Background: an optimization exercise with open tools, aiming at small area. Do not read the settings as production practice. In this exercise RTL edits were held to simulation tests only and were not proved equivalent to the original. No activity file was given, so power comes from the tool's default toggle rates.

== job 1041 ==
Design cpu16_backend, start of the top module:
module cpu16_backend
(
    input  logic         clk,
    input  logic         reset,
    input  logic         in_valid,
    output logic         in_ready,
    input  logic [15:0]  in_instr,
    output logic         retire_valid,
    input  logic         retire_ready,
    output logic [32:0]  retire,
    output logic [127:0] regval
);
    logic [15:0] regs [0:7];
    logic [15:0] ins;      
    logic [15:0] acc;      
    logic [1:0]  ph;       
    logic [3:0]  cnt;      
    logic        c;        
    wire [3:0]  op     = ins[15:12];
    wire        nop    = op[3];
    wire [2:0]  rd     = ins[10:8];
    wire        is_sub = (op[2:0] == 3'd1);
    wire        is_log = (op[2:1] == 2'd1) || (op[2:0] == 3'd4);
    wire        is_shl = (op[2:0] == 3'd5);
    wire        is_ldi = (op[2:0] == 3'd6);
    wire        is_ld  = (op[2:0] == 3'd7);
    wire [2:0]  sel  = (ph == 2'd1) ? ins[7:5] : ins[4:2];
    wire [15:0] rv   = regs[sel];
    wire        rbit = rv[cnt];
    wire [3:0]  k    = rv[3:0];
    wire        ibit = ins[cnt[2:0]];
    wire        first = (cnt == 4'd0);
    wire        last  = (cnt == 4'd15);
    wire        kend  = (cnt == ~k);
    wire        bop  = is_ld ? (ibit && cnt < 4'd5) : rbit;
    wire        bx   = bop ^ is_sub;
    wire        ci   = first ? ((ph == 2'd3) ? (acc[7:4] == 4'd0) : is_sub) : c;
    wire        a0   = acc[0];
    logic nb;      
    logic cn;      
    logic fin;     
    always_comb begin
        nb  = 1'b0;
        cn  = ci;
        fin = 1'b0;
        case (ph)
            2'd1: begin
                if (nop)
                    nb = 1'b0;
                else if (is_ldi)
  ...
clock: 5.0 ns
lec_check: 0
cap_margin: 20
core_margin: 2
core_utilization: 40
place_density: 0.6
slew_margin: 20
run.sh (not shown) runs the stock make flow with config.mk's settings and CLKGATE_MAP_FILE= SYNTH_SCRIPT=/design/flow/synth_recipe.tcl, a recipe that flattens the netlist after the stock synthesis.
[inputs] job 1926 vs job 1041
==> flow/flow/run.sh (new file) <==
#!/bin/bash
# Own layout flow: the standard ORFS flow (standard.sh) with these changes:
#  - synthesis runs flow/synth.tcl, which is synth_recipe.tcl with the final ABC
#    mapping done by the area-oriented script flow/area.abc (no delay target);
#    registers are untouched, so they match the standard synthesis;
#  - every port still gets its own buffer, but a buf_1 rather than the default cell;
#  - clock tree synthesis uses small clock buffers and no dummy loads.
# Each tool's output goes to ORFS's own logs under orfs/logs; make's to flow.log.
set -euo pipefail
W=$PWD
export AREA_ABC_SCRIPT=$W/flow/area.abc
export BUFFER_PORTS_ARGS="-buffer_cell sky130_fd_sc_hd__buf_1"
export CTS_ARGS="-sink_clustering_enable -repair_clock_nets -dont_use_dummy_load -buf_list {sky130_fd_sc_hd__clkbuf_4 sky130_fd_sc_hd__clkbuf_8}"
sed "s|SYNTH_SCRIPT=[^ ]*|SYNTH_SCRIPT=$W/flow/synth.tcl|" standard.sh > own_standard.sh
bash own_standard.sh finish > flow.log 2>&1
==> flow/flow/area.abc (new file) <==
strash
&get -n
&st
&dch -f
&nf -a -R 1000
&put
topo
==> flow/flow/synth.tcl (new file) <==
# The standard flow's synthesis script (synth_recipe.tcl) with one change: the final ABC
# mapping runs an area-oriented script, without a delay target.
proc synth {args} { yosys synth -nofsm -noshare {*}$args }
proc abc {args} {
  set i [lsearch -exact $args -script]
  if {$i >= 0} { set args [lreplace $args [expr {$i + 1}] [expr {$i + 1}] $::env(AREA_ABC_SCRIPT)] }
  set i [lsearch -exact $args -D]
  if {$i >= 0} { set args [lreplace $args $i [expr {$i + 1}]] }
  puts "area abc: $args"
  yosys abc {*}$args
}
source $::env(SCRIPTS_DIR)/synth.tcl
# left out here: clear keep_hierarchy, flatten, clean up, hide names made inside functions, write 1_2_yosys.v
==> flow/standard.sh (new file) <==
#!/bin/bash
# synth_recipe.tcl (not shown) runs the flow's synth.tcl, then flattens the netlist and writes it again
# the make line also repeats each setting of config.mk as NAME=value (left out here)
make -C /OpenROAD-flow-scripts/flow DESIGN_CONFIG=/design/flow/config.mk WORK_HOME=/design/flow/orfs CLKGATE_MAP_FILE= SYNTH_SCRIPT=/design/flow/synth_recipe.tcl "${@:-finish}"
removed: flow/run.sh
### Flow results
- From job 1041 to job 1926 the numbers moved as follows: detailed-routed wire length on met2 decreased by about 17% relative to the old numbers; largest driver fanout on the critical path decreased by 16 relative to the old numbers; minimum period implied by the final worst setup slack increased by 0.17 ns relative to the old numbers; vertical extent of the die decreased by about 8% relative to the old numbers.
- Job 1926 vs job 1041 — average footprint of a synthesized cell dropped 0.81 um^2.
- Share of final layout cell area taken by clock buffers and inverters was higher in job 1041 than in job 1926.
- In the flow results for job 1041 and job 1926, the per-cell routed wire length is smaller on job 1926.
- Job 1041 → job 1926: portion of total power attributed to the clock network shows a reduction of 13 points, post-synthesis share of cell area spent on and, or, nand and nor gates shows an increase of 3.9 points, total power shows a reduction of 23%.
### job 1926 -> job 6290
Settings: an added GPL_TIMING_DRIVEN of 0.
diff --git a/flow/flow/run.sh b/flow/flow/run.sh
--- a/flow/flow/run.sh
+++ b/flow/flow/run.sh
@@ -12,3 +12,3 @@
 export BUFFER_PORTS_ARGS="-buffer_cell sky130_fd_sc_hd__buf_1"
-export CTS_ARGS="-sink_clustering_enable -repair_clock_nets -dont_use_dummy_load -buf_list {sky130_fd_sc_hd__clkbuf_4 sky130_fd_sc_hd__clkbuf_8}"
+export CTS_ARGS="-sink_clustering_enable -repair_clock_nets -dont_use_dummy_load -sink_clustering_size 40 -sink_clustering_max_diameter 120 -buf_list {sky130_fd_sc_hd__clkbuf_4 sky130_fd_sc_hd__clkbuf_8}"
 sed "s|SYNTH_SCRIPT=[^ ]*|SYNTH_SCRIPT=$W/flow/synth.tcl|" standard.sh > own_standard.sh
- The detailed placer's ending HPWL of job 6290 is lower than that of job 1926.
- In job 6290 the clock transition time at the flip-flop clock pins of the worst setup and hold paths turned out 0.02 ns higher than in job 1926.
- Looking at job 6290 and job 1926, the compound-gate portion of the synthesized area is a wash.
- Job 6290 against job 1926: slew at the pin closest to its max-slew limit now sits lower; global-route wire length before repair now sits higher; power went up by 0.11 mW; final period utilization went up; clock share of power lost 0.4 points.

---

run 1:
cpu16_backend, a different RTL version from the one above (not shown whole).
For scale: about 170 flip-flops.
==> flow/design.v (excerpt) <==
module cpu16_backend
(
    input  logic         clk,
    input  logic         reset,
    input  logic         in_valid,
    output logic         in_ready,
    input  logic [15:0]  in_instr,
    output logic         retire_valid,
    input  logic         retire_ready,
    output logic [32:0]  retire,
    output logic [127:0] regval
);
export LEC_CHECK = 0
export CAP_MARGIN = 20
export CORE_MARGIN = 2
export CORE_UTILIZATION = 60
export GPL_TIMING_DRIVEN = 0
export PLACE_DENSITY = 0.75
export SLEW_MARGIN = 20
create_clock -name core_clock -period 5.0 [get_ports {clk}]
standard.sh (not shown) runs the stock make flow with config.mk's settings and CLKGATE_MAP_FILE= SYNTH_SCRIPT=/design/flow/synth_recipe.tcl, a recipe that flattens the netlist after the stock synthesis.
==> flow/flow/run.sh <==
#!/bin/bash
# Own layout flow: the standard ORFS flow (standard.sh) with these changes:
#  - synthesis runs flow/synth.tcl, which is synth_recipe.tcl with the final ABC
#    mapping done by the area-oriented script flow/area.abc (no delay target);
#    registers are untouched, so they match the standard synthesis;
#  - every port still gets its own buffer, but a buf_1 rather than the default cell;
#  - clock tree synthesis uses small clock buffers and no dummy loads.
# Each tool's output goes to ORFS's own logs under orfs/logs; make's to flow.log.
set -euo pipefail
W=$PWD
export AREA_ABC_SCRIPT=$W/flow/area.abc
export BUFFER_PORTS_ARGS="-buffer_cell sky130_fd_sc_hd__buf_1"
export CTS_ARGS="-sink_clustering_enable -repair_clock_nets -dont_use_dummy_load -sink_clustering_size 40 -sink_clustering_max_diameter 120 -buf_list {sky130_fd_sc_hd__clkbuf_8}"
sed "s|SYNTH_SCRIPT=[^ ]*|SYNTH_SCRIPT=$W/flow/synth.tcl|" standard.sh > own_standard.sh
bash own_standard.sh finish > flow.log 2>&1
==> flow/flow/area.abc <==
strash
&get -n
&st
&dch -f
&nf -a -R 1000
&put
topo
==> flow/flow/synth.tcl <==
# The standard flow's synthesis script (synth_recipe.tcl) with one change: the final ABC
# mapping runs an area-oriented script, without a delay target.
proc synth {args} { yosys synth -nofsm -noshare {*}$args }
proc abc {args} {
  set i [lsearch -exact $args -script]
  if {$i >= 0} { set args [lreplace $args [expr {$i + 1}] [expr {$i + 1}] $::env(AREA_ABC_SCRIPT)] }
  set i [lsearch -exact $args -D]
  if {$i >= 0} { set args [lreplace $args $i [expr {$i + 1}]] }
  puts "area abc: $args"
  yosys abc {*}$args
}
source $::env(SCRIPTS_DIR)/synth.tcl
# left out here: clear keep_hierarchy, flatten, clean up, hide names made inside functions, write 1_2_yosys.v
Run 1: full flow OK, the timing, design-rule and antenna checks passed
#### Input delta (run 2 over run 1)
diff --git a/flow/config.mk b/flow/config.mk
--- a/flow/config.mk
+++ b/flow/config.mk
@@ -8,6 +8,6 @@
 export CAP_MARGIN = 20
 export CORE_MARGIN = 2
-export CORE_UTILIZATION = 60
+export CORE_UTILIZATION = 40
 export GPL_TIMING_DRIVEN = 0
-export PLACE_DENSITY = 0.75
+export PLACE_DENSITY = 0.6
 export SLEW_MARGIN = 20
[summary]
On final cycle utilization of the critical path, the lower figure sits with run 2, not run 1.
Run 2 vs run 1 on post-place instance area: run 2 is the higher one.
Between run 2 and run 1, it is run 2 whose wire length of the first global-routing pass is higher, by about 14%.
Standard cell core area: run 2 > run 1
For run 3, these inputs were changed with respect to run 2:
diff --git a/flow/config.mk b/flow/config.mk
--- a/flow/config.mk
+++ b/flow/config.mk
@@ -8,6 +8,5 @@
 export CAP_MARGIN = 20
 export CORE_MARGIN = 2
-export CORE_UTILIZATION = 40
-export GPL_TIMING_DRIVEN = 0
-export PLACE_DENSITY = 0.6
+export CORE_UTILIZATION = 60
+export PLACE_DENSITY = 0.75
 export SLEW_MARGIN = 20
Results
What run 2 reported for filler cell count has to be multiplied by 0.52 to get the figure for run 3.
Run 3 ends up with a cell area that is about 3% lower than in run 2.
Taking run 2 as the reference point, the buffers plus inverters on the worst setup path of run 3 rises by 1.
Normalized max-slew margin: lower on run 2
Relative to run 3, the following input files were edited for run 4:
diff --git a/flow/config.mk b/flow/config.mk
--- a/flow/config.mk
+++ b/flow/config.mk
@@ -8,5 +8,5 @@
 export CAP_MARGIN = 20
 export CORE_MARGIN = 2
-export CORE_UTILIZATION = 60
-export PLACE_DENSITY = 0.75
+export CORE_UTILIZATION = 75
+export PLACE_DENSITY = 0.85
 export SLEW_MARGIN = 20
--- outcome ---
- Placed wire-length estimate went up by more than 10% going from run 3 to run 4.
- In the metrics for run 3 and run 4, the one carrying the higher non-clock buffer count is run 3.
- Relative to run 3, critical path data arrival time has gone up in run 4.
- Run 3 was larger in final cell area than run 4.
- Leakage power summed over all cells: run 3 vs run 4, no meaningful difference
- Per the comparison of run 4 with run 3, maximum clock skew at final layout +0.0059 ns; part of the cycle the worst path needs +7.8 points.

[re-timing with driven ports]
No port has a modelled driver above. Below, the same layouts with a new extraction and two added sets of constraints. Step 1 assumes that a clkbuf_16 drives the clock port and a buf_2 every other input. Step 2, shift: input delay + t, output delay - t, t = (earliest + latest rising clock arrival at the registers) / 2. This alone moves slack from input paths to output paths. Three values: no drivers, after step 1, after step 2; two values: the first two.
run	t (ns)	setup WS [ns]	hold WS [ns]	clock arrival spread, ns	worst register clock-pin slew, ns
job 1041	0.474	0.434 / 0.434 / 0.434	0.495 / 0.495 / 0.495	0.012 / 0.011	0.08 / 0.08
job 1926	0.485	0.262 / 0.262 / 0.262	0.470 / 0.470 / 0.470	0.041 / 0.041	0.10 / 0.10
job 6290	0.485	0.062 / 0.062 / 0.062	0.473 / 0.473 / 0.473	0.034 / 0.033	0.10 / 0.10
run 1	0.464	0.290 / 0.290 / 0.290	0.485 / 0.485 / 0.485	0.028 / 0.029	0.09 / 0.09
run 2	0.474	0.300 / 0.300 / 0.300	0.480 / 0.480 / 0.480	0.038 / 0.039	0.09 / 0.09
run 3	0.470	0.578 / 0.578 / 0.578	0.490 / 0.490 / 0.490	0.027 / 0.027	0.08 / 0.08
run 4	0.457	0.187 / 0.188 / 0.188	0.477 / 0.477 / 0.477	0.033 / 0.033	0.10 / 0.10
After both steps every run listed still meets setup and hold.
